Background: an optimization exercise with open tools, aiming at small area, a short achievable clock period and few clock cycles per item. Do not read the settings as production practice. Only simulation tests tie the RTL to the original design; equivalence was not proved. Power and IR drop assume default switching activity.

--- config.mk ---
export PLATFORM = sky130hd
export DESIGN_NAME = qr_cordic_top
export DESIGN_NICKNAME = qr_cordic_top
export VERILOG_FILES = /design/flow/design.v
export SDC_FILE = /design/flow/constraint.sdc
export NUM_CORES = 4
export LEC_CHECK = 0
export CAP_MARGIN = 20
export CORE_MARGIN = 2
export CORE_UTILIZATION = 30
export SLEW_MARGIN = 20
--- constraint.sdc ---
create_clock -name core_clock -period 12.5 [get_ports {clk}]
set_input_delay 2.5000 -clock core_clock [delete_from_list [all_inputs] [get_ports {clk}]]
set_output_delay 2.5000 -clock core_clock [all_outputs]
set_load 0.01 [all_outputs]
--- design.v ---
`timescale 1ns/10ps
module givens_cordic #(
   parameter int data_w = 13
) (
   input  logic                     clk,
   input  logic                     rst_n,
   input  logic                     start,
   input  logic                     mode,
   input  logic signed [data_w-1:0] op_x,
   input  logic signed [data_w-1:0] op_y,
   output logic signed [data_w-1:0] res_x,
   output logic signed [data_w-1:0] res_y,
   output logic                     done
);
   localparam int num_iter       = 8;
   localparam int iter_per_cycle = 2;
   localparam int                     k_w     = 11;
   localparam int                     k_frac  = 10;
   localparam logic signed [k_w-1:0]  k_scale = 11'sd622;
   localparam logic mode_vector = 1'b0;
   localparam int       ext_w     = data_w + 2;
   localparam int       iter_w    = $clog2(num_iter);
   localparam logic [iter_w-1:0] last_iter = iter_w'(num_iter - iter_per_cycle);
   logic                          busy_q;
   logic [iter_w-1:0]             iter_q;
   logic [num_iter-1:0]           dir_q;
   logic                          mode_q;
   logic signed [ext_w-1:0]       x_q;
   logic signed [ext_w-1:0]       y_q;
   logic signed [ext_w-1:0]       x_s [iter_per_cycle+1];
   logic signed [ext_w-1:0]       y_s [iter_per_cycle+1];
   logic [iter_per_cycle-1:0]     d_s;
   logic [iter_w-1:0]             sh  [iter_per_cycle];
   logic signed [ext_w+k_w-1:0]   prod_x;
   logic signed [ext_w+k_w-1:0]   prod_y;
   always_comb begin
      x_s[0] = x_q;
      y_s[0] = y_q;
      for (int k = 0; k < iter_per_cycle; k++) begin
         sh[k] = iter_q + iter_w'(k);
         if (mode_q == mode_vector) begin
            d_s[k] = (x_s[k][ext_w-1] == y_s[k][ext_w-1]);
         end else begin
            d_s[k] = dir_q[sh[k]];
         end
         if (d_s[k]) begin
            x_s[k+1] = x_s[k] + (y_s[k] >>> sh[k]);
            y_s[k+1] = y_s[k] - (x_s[k] >>> sh[k]);
         end else begin
            x_s[k+1] = x_s[k] - (y_s[k] >>> sh[k]);
            y_s[k+1] = y_s[k] + (x_s[k] >>> sh[k]);
         end
      end
   end
   always_ff @(posedge clk or negedge rst_n) begin
      if (!rst_n) begin
         busy_q <= 1'b0;
         iter_q <= '0;
         dir_q  <= '0;
         mode_q <= mode_vector;
      end else if (start) begin
         busy_q <= 1'b1;
         iter_q <= '0;
         mode_q <= mode;
      end else if (busy_q) begin
         iter_q <= iter_q + iter_w'(iter_per_cycle);
         if (done) begin
            busy_q <= 1'b0;
         end
         if (mode_q == mode_vector) begin
            for (int k = 0; k < iter_per_cycle; k++) begin
               dir_q[sh[k]] <= d_s[k];
            end
         end
      end
   end
   always_ff @(posedge clk) begin
      if (start) begin
         x_q <= ext_w'(op_x);
         y_q <= ext_w'(op_y);
      end else if (busy_q) begin
         x_q <= x_s[iter_per_cycle];
         y_q <= y_s[iter_per_cycle];
      end
   end
   assign prod_x = x_s[iter_per_cycle] * k_scale;
   assign prod_y = y_s[iter_per_cycle] * k_scale;
   assign done  = busy_q && (iter_q == last_iter);
   assign res_x = data_w'(prod_x >>> k_frac);
   assign res_y = data_w'(prod_y >>> k_frac);
endmodule
`timescale 1ns/10ps
module matrix_store #(
   parameter int data_w = 13
) (
   input  logic                       clk,
   input  logic                       rst_n,
   input  logic                       load_en,
   input  logic [2:0]                 load_row,
   input  logic [4*data_w-1:0]        in,
   input  logic [2:0]                 row_hi,
   input  logic [2:0]                 row_lo,
   input  logic [1:0]                 col,
   input  logic                       wr_en,
   output logic signed [data_w-1:0]   op_x,
   output logic signed [data_w-1:0]   op_y,
   input  logic signed [data_w-1:0]   res_x,
   input  logic signed [data_w-1:0]   res_y,
   input  logic [2:0]                 rd_row,
   input  logic                       out_valid,
   output logic [4*data_w-1:0]        out
);
   localparam int num_rows = 8;
   localparam int num_cols = 4;
   logic signed [data_w-1:0] mat_q [num_rows*num_cols];
   always_ff @(posedge clk or negedge rst_n) begin
      if (!rst_n) begin
         for (int i = 0; i < num_rows*num_cols; i++) begin
            mat_q[i] <= '0;
         end
      end else if (load_en) begin
         for (int c = 0; c < num_cols; c++) begin
            mat_q[{load_row, c[1:0]}] <= in[c*data_w +: data_w];
         end
      end else if (wr_en) begin
         mat_q[{row_hi, col}] <= res_x;
         mat_q[{row_lo, col}] <= res_y;
      end
   end
   assign op_x = mat_q[{row_hi, col}];
   assign op_y = mat_q[{row_lo, col}];
   always_comb begin
      for (int c = 0; c < num_cols; c++) begin
         out[c*data_w +: data_w] = out_valid ? mat_q[{rd_row, c[1:0]}] : '0;
      end
   end
endmodule
`timescale 1ns/10ps
module qr_sequencer (
   input  logic       clk,
   input  logic       rst_n,
   input  logic       valid,
   output logic       start,
   output logic       mode,
   input  logic       done,
   output logic       load_en,
   output logic [2:0] load_row,
   output logic [2:0] row_hi,
   output logic [2:0] row_lo,
   output logic [1:0] col,
   output logic       wr_en,
   output logic [2:0] rd_row,
   output logic       out_valid
);
   localparam int num_rows = 8;
   localparam int num_cols = 4;
   localparam logic [1:0] st_idle = 2'd0;
   localparam logic [1:0] st_load = 2'd1;
   localparam logic [1:0] st_calc = 2'd2;
   localparam logic [1:0] st_out  = 2'd3;
   localparam logic mode_vector = 1'b0;
   localparam logic mode_rotate = 1'b1;
   localparam logic [2:0] last_row   = 3'(num_rows - 1);
   localparam logic [1:0] last_col   = 2'(num_cols - 1);
   localparam logic [1:0] last_pivot = 2'(num_cols - 2);
   logic [1:0] state_q;
   logic [2:0] beat_q;
   logic [2:0] out_cnt_q;
   logic [1:0] c_q;
   logic [2:0] r_q;
   logic [1:0] j_q;
   logic       start_q;
   logic       last_beat;
   logic       at_last_col;
   logic       at_last_pair;
   logic       last_op;
   assign load_en   = valid && (state_q == st_idle || state_q == st_load);
   assign last_beat = load_en && (beat_q == '0);
   assign at_last_col  = (j_q == last_col);
   assign at_last_pair = (r_q == {1'b0, c_q} + 3'd1);
   assign last_op      = at_last_col && at_last_pair && (c_q == last_pivot);
   always_ff @(posedge clk or negedge rst_n) begin
      if (!rst_n) begin
         state_q <= st_idle;
      end else begin
         case (state_q)
            st_idle: if (load_en) state_q <= st_load;
            st_load: if (last_beat) state_q <= st_calc;
            st_calc: if (done && last_op) state_q <= st_out;
            st_out:  if (out_cnt_q == '0) state_q <= st_idle;
            default: state_q <= st_idle;
         endcase
      end
   end
   always_ff @(posedge clk or negedge rst_n) begin
      if (!rst_n) begin
         beat_q    <= last_row;
         out_cnt_q <= last_row;
      end else begin
         if (load_en) begin
            beat_q <= (beat_q == '0) ? last_row : beat_q - 3'd1;
         end
         if (state_q == st_out) begin
            out_cnt_q <= (out_cnt_q == '0) ? last_row : out_cnt_q - 3'd1;
         end
      end
   end
   always_ff @(posedge clk or negedge rst_n) begin
      if (!rst_n) begin
         c_q <= '0;
         r_q <= last_row;
         j_q <= '0;
      end else if (done) begin
         if (!at_last_col) begin
            j_q <= j_q + 2'd1;
         end else if (!at_last_pair) begin
            r_q <= r_q - 3'd1;
            j_q <= c_q;
         end else if (c_q != last_pivot) begin
            c_q <= c_q + 2'd1;
            r_q <= last_row;
            j_q <= c_q + 2'd1;
         end else begin
            c_q <= '0;
            r_q <= last_row;
            j_q <= '0;
         end
      end
   end
   always_ff @(posedge clk or negedge rst_n) begin
      if (!rst_n) begin
         start_q <= 1'b0;
      end else begin
         start_q <= last_beat || (done && !last_op);
      end
   end
   assign start = start_q;
   assign mode  = (j_q == c_q) ? mode_vector : mode_rotate;
   assign row_hi    = r_q - 3'd1;
   assign row_lo    = r_q;
   assign col       = j_q;
   assign wr_en     = done && (state_q == st_calc);
   assign load_row  = beat_q;
   assign rd_row    = out_cnt_q;
   assign out_valid = (state_q == st_out);
endmodule
`timescale 1ns/10ps
module qr_cordic_top #(
   parameter int data_w = 13
) (
   input  logic                clk,
   input  logic                rst_n,
   input  logic                valid,
   input  logic [4*data_w-1:0] in,
   output logic                out_valid,
   output logic [4*data_w-1:0] out
);
   logic       load_en;
   logic [2:0] load_row;
   logic [2:0] row_hi;
   logic [2:0] row_lo;
   logic [1:0] col;
   logic       wr_en;
   logic [2:0] rd_row;
   logic                     gv_start;
   logic                     gv_mode;
   logic signed [data_w-1:0] gv_op_x;
   logic signed [data_w-1:0] gv_op_y;
   logic signed [data_w-1:0] gv_res_x;
   logic signed [data_w-1:0] gv_res_y;
   logic                     gv_done;
   qr_sequencer qr_sequencer_i (
      .clk       (clk),
      .rst_n     (rst_n),
      .valid     (valid),
      .start     (gv_start),
      .mode      (gv_mode),
      .done      (gv_done),
      .load_en   (load_en),
      .load_row  (load_row),
      .row_hi    (row_hi),
      .row_lo    (row_lo),
      .col       (col),
      .wr_en     (wr_en),
      .rd_row    (rd_row),
      .out_valid (out_valid)
   );
   matrix_store #(.data_w(data_w)) matrix_store_i (
      .clk       (clk),
      .rst_n     (rst_n),
      .load_en   (load_en),
      .load_row  (load_row),
      .in        (in),
      .row_hi    (row_hi),
      .row_lo    (row_lo),
      .col       (col),
      .wr_en     (wr_en),
      .op_x      (gv_op_x),
      .op_y      (gv_op_y),
      .res_x     (gv_res_x),
      .res_y     (gv_res_y),
      .rd_row    (rd_row),
      .out_valid (out_valid),
      .out       (out)
   );
   givens_cordic #(.data_w(data_w)) givens_cordic_i (
      .clk   (clk),
      .rst_n (rst_n),
      .start (gv_start),
      .mode  (gv_mode),
      .op_x  (gv_op_x),
      .op_y  (gv_op_y),
      .res_x (gv_res_x),
      .res_y (gv_res_y),
      .done  (gv_done)
   );
endmodule
--- run.sh ---
#!/bin/bash
# synth_recipe.tcl (not shown) runs the flow's synth.tcl, then flattens the netlist and writes it again
# the make line also repeats each setting of config.mk as NAME=value (left out here)
make -C /OpenROAD-flow-scripts/flow DESIGN_CONFIG=/design/flow/config.mk WORK_HOME=/design/flow/orfs CLKGATE_MAP_FILE= SYNTH_SCRIPT=/design/flow/synth_recipe.tcl finish
==> run notes <==
Run status
The run finished with no timing, DRC or antenna violations.

Hold path
The end of the worst hold path is givens_cordic_i.dir_q[5]. The number of instances on the worst hold path is 1. The type of the tightest min-delay check is flop to flop. In this run the most critical hold path is launched from givens_cordic_i.dir_q[5].

STA
The worst pin sits at a relative slew slack of between 10 and 15%. In the final timing run, aggregate negative setup slack is 0 ns. Timing would allow up to just over 0.08 GHz. Between clock sinks in the finished design, the worst skew comes to between 0.03 and 0.04 ns.

The max-slew violation count is 0. The number of hold-slack violations in the final timing report was 0. The count of final setup violators is 0.

The smallest clock period supported by the final layout is computed as between 10 and 15 ns. At the pin with the least slew margin, the transition time is between 1 and 1.5 ns. Of the available clock period, the critical path in the final layout requires between 90% and 100%.

Final layout
The layout has between 15000 and 20000 filler cells. In the layout the commonest cells are nand2_1, nor2_1, dfrtp_1. Leaving out fill and tap cells, the most frequent cell in the layout is nand2_1.

Compared with the post-synthesis result, the final layout area differs by 15.1%. Once layout is done, the placed cells without fillers occupy between 50000 and 60000 sq um. The layout net count is approximately 5900.

The fraction of layout cells with a size suffix above 1 is approximately 12%.

Floorplanning
The number of I/O pins is around 110. The die is ~390 microns wide. The floorplan step set the die height to about 400 microns. The core area is roughly 150000 sq um. After floorplanning, the core was divided into around 140 placement rows.

The die covers ~150000 sq um. The initial cell density of the core is 30.2%.

Synthesis
In the synthesized netlist the dominant register cell turns out to be dfrtp_1. The total of warnings raised by yosys is 7. The number of enable-type register cells in the synthesized netlist is 30. Counting every net in the synthesized netlist gives approximately 6000.

The most area-hungry cell type in the Yosys netlist is dfrtp_1. By area the synthesized netlist is led by dfrtp_1, ha_1, nand2_1, nor2_1, fa_1. The mean area per synthesized cell is 7.99 sq um. The share of flip-flops with an asynchronous set or reset is a little over nine tenths. The share of the Yosys chip area taken by registers is 27.0%. Counting every instance in the synthesized netlist gives between 5000 and 6000. Synthesis inferred 474 register bits.

The post-synthesis cell area is 44600 sq um. In this run the biggest area consumer among cell types represents between 20% and 30% of the synthesized area. The count of different cell masters after synthesis is 105.

Drt
After detailed routing, the average wire length per cell comes to 35.7 microns. Using the TritonRoute via totals, the vias-per-cell ratio works out to 6.60. The detailed-route via count is between 40000 and 50000. The number of iterations in the first detailed-routing pass is 11. The aggregate routed wire length is around 270000 microns. The residual antenna-violating net count after detailed routing is 0.

The iteration-0 DRC count of the detailed router is 8150. In the routed design, unresolved DRC markers number 0.

Global route
The maximum number of pins on one net before global-route repair is 131. The overall track demand over capacity in global routing is 34.1%. The leftover overflow at the end of global routing is 0. The initial antenna violation count is 17. The global-route wire length before repair is ~370000 microns. The number of global-route vias before repair is between 40000 and 50000.

Setup path
The worst flop-to-flop path endpoint is matrix_store_i.mat_q[10][12]. The startpoint type of the worst setup path is a flop. The number of buffer and inverter instances along the worst setup path is 6. The logic depth of the worst setup path including buffers is 44. In this design, the stage delay of the slowest critical-path cell is between 0.7 and 0.8 ns. The source of the worst register-to-register timing path is givens_cordic_i.iter_q[1]. The kind of cell with the highest combined delay on the critical path is adder cells.

The kind of end point of the critical path is a flop. The arrival time of data at the critical path endpoint is between 10 and 15 ns. The critical path is of the flop to flop type.

The top fanout value on the critical path is 43. The library cell contributing the largest single delay on the critical path is buf_4. The setup slack on the worst flop-to-flop path is 0.39 ns. The data required time at the worst endpoint is between 10 and 15 ns. By instance count, the cell type seen most on the critical path is ha_1. The number of cells on the worst reg-to-reg path is 44.

Power and ir drop
The internal power consumption is roughly 2.7 mW. The combinational power share is about 1.6%. For this design the ratio of total power to cell area is ~70 nW/um^2. The clock network accounts for ~55% of the total power. The static leakage is 21.5 nW. Of the total power, the share spent switching nets is between 20 and 25%. The net switching power is around 0.87 mW.

The maximum vdd drop is approximately 0.081 mV. The portion of total power attributed to sequential cells is between 40% and 50%. Total power for the finished layout comes to between 3 and 4 mW.

Clock tree
The clock reaches the later pin of the worst-skew pair after between 0.7 and 0.8 ns. The buffer depth of the longest clock path is 3. The H-tree depth is 2.

The clock sink count is 474. The clock transition at the registers of the reported paths is roughly 0.060 ns. CTS placed an instance of clkbuf_16 at the clock tree root.

TritonCTS built the clock tree. The number of buffers created by CTS is between 50 and 60.

Job
The number of max-capacitance violations reported is 0.

Placement
The final RePlAce weighted congestion is roughly 1.0. Detailed placement ended at an HPWL of 187000 microns. The count of buffers added on input and output ports is roughly 110.

Summing all placed instances gives a cell area of 48400 sq um.
## per-stage QoR
stage | instances | util, % | setup WS [ns] | hold WS (ns)
3_5_place_dp | 7410 | 32.8 | -0.302 | 0.484
6_report | 7559 | 34.7 | 0.388 | 0.504
3_3_place_gp | 7410 | 32.8 | -0.374 | 0.482
5_1_grt | 7549 | 34.7 | -0.128 | 0.510
2_1_floorplan | 5576 | - | 0.00903 | 0.444
4_1_cts | 7521 | 34.2 | 0.0246 | 0.501
## repair_timing
item	4_1_cts	5_1_grt
setup endpoints to repair	32	257
setup buffers	0	16
pin swaps	0	33
gates cloned	0	7
hold buffers	0	0
hold endpoints to repair	0	0
gates resized for setup	4	64
## state kept, by name, summed over array words and instances, names as in the netlist
register,flops
matrix_store_i.mat_q,416
givens_cordic_i.x_q,15
givens_cordic_i.y_q,15
givens_cordic_i.dir_q,8
qr_sequencer_i.beat_q,3
qr_sequencer_i.out_cnt_q,3
qr_sequencer_i.r_q,3
givens_cordic_i.iter_q,2
qr_sequencer_i.c_q,2
qr_sequencer_i.j_q,2
qr_sequencer_i.state_q,2
givens_cordic_i.busy_q,1
givens_cordic_i.mode_q,1
qr_sequencer_i.start_q,1
## power by group through the flow
stage / Sequential, mW / Clock, mW / Combinational, mW
2_1_floorplan: 1.58 / 0 / 0.00319
3_3_place_gp: 1.57 / 0 / 0.0601
3_5_place_dp: 1.57 / 0 / 0.0602
4_1_cts: 1.55 / 1.97 / 0.0603
5_1_grt: 1.55 / 2.04 / 0.0644
6_report: 1.55 / 1.97 / 0.0589
## metal layers
layer  vias up  part of all wire (%)  GRT usage, %
met3      1185                    13          12.3
li1      20499                     -             -
met4        12                   8.9          23.6
met5         -                 0.040             0
met2      3979                    40          48.2
met1     24215                    38          42.9
## worst max-delay path by stage
stage / endpoint / slack, ns / start
after CTS: matrix_store_i.mat_q[28][12] / 0.02 / givens_cordic_i.iter_q[1]
final: matrix_store_i.mat_q[10][12] / 0.39 / givens_cordic_i.iter_q[1]
after global placement: matrix_store_i.mat_q[18][12] / -0.37 / givens_cordic_i.iter_q[1]
after global routing: matrix_store_i.mat_q[0][12] / -0.13 / givens_cordic_i.iter_q[1]
after floorplan: matrix_store_i.mat_q[19][12] / 0.009 / givens_cordic_i.iter_q[1]
after detailed placement: matrix_store_i.mat_q[7][12] / -0.30 / givens_cordic_i.iter_q[1]
## final cells by class
| type | count | area [sq um] | area share, % |
|---|---|---|---|
| Clock inverter | 35 | 529 | 1.03 |
| Sequential cell | 474 | 12000 | 23.5 |
| Timing Repair Buffer | 413 | 3670 | 7.15 |
| Antenna cell | 14 | 35.0 | 0.0683 |
| Multi-Input combinational cell | 4362 | 30100 | 58.6 |
| Tap cell | 1930 | 2410 | 4.71 |
| Inverter | 255 | 957 | 1.87 |
| Clock buffer | 76 | 1610 | 3.14 |
## cell usage after synthesis (19+ instances only)
library cell and n:
xor2_1 59, a31oi_1 46, a32oi_1 38, ha_1 213, a211oi_1 200, nand4_1 43, o21ai_0 415, mux2i_1 86
a21o_1 35, and3_1 27, and2_1 23, dfrtp_1 435, nand3_1 51, nor2_1 632, xnor2_1 81, edfxtp_1 30
a21oi_1 407, clkbuf_8 31, nand2_1 700, a221oi_1 144, o211ai_1 44, o31ai_1 229, nand2b_1 58, mux2_2 61
a22o_1 112, o21ai_1 19, buf_1 29, fa_1 108, clkbuf_1 387, a222oi_1 52, nor3_1 32, inv_1 250
a22oi_1 175, o22ai_1 28
## kinds of logic (layout without fill, tap and decap cells)
kind of cell	Yosys count	in the layout	synth area share, %
DFF	474	474	27.0
adders and majority gates	321	321	10.8
xor gates and xnor gates	143	143	2.86
muxes	167	167	4.52
buffers and inverters	741	779	7.56
AOI/OAI and AO/OA	2072	2072	31.5
other	0	14	0
and+or+nand+nor	1658	1659	15.8
Testbench counts, summed over its fixed seeds: cycles 28,416, matrices 96.

-- port drivers added, routing unchanged --
No port has a modelled driver above. Below, the same layout with a new extraction and two added sets of constraints.
Step 1 sets driving cells, clkbuf_16 on the clock port and buf_2 on the other inputs (assumed; they add their load-dependent delay and slew).
Step 2, shift: input delay + t, output delay - t, t = (earliest + latest rising clock arrival at the registers) / 2. This alone moves slack from input paths to output paths.
Three values: ideal ports, drivers, drivers and shift; two values: the first two.
t, ns: 0.771
slack for setup (ns): 0.388 / 0.388 / 0.388
worst hold slack (ns): 0.504 / 0.504 / 0.504
After both steps this run still meets setup and hold. The setup slack of this run moves by 0.000 ns with the drivers and by 0.000 ns with both steps.
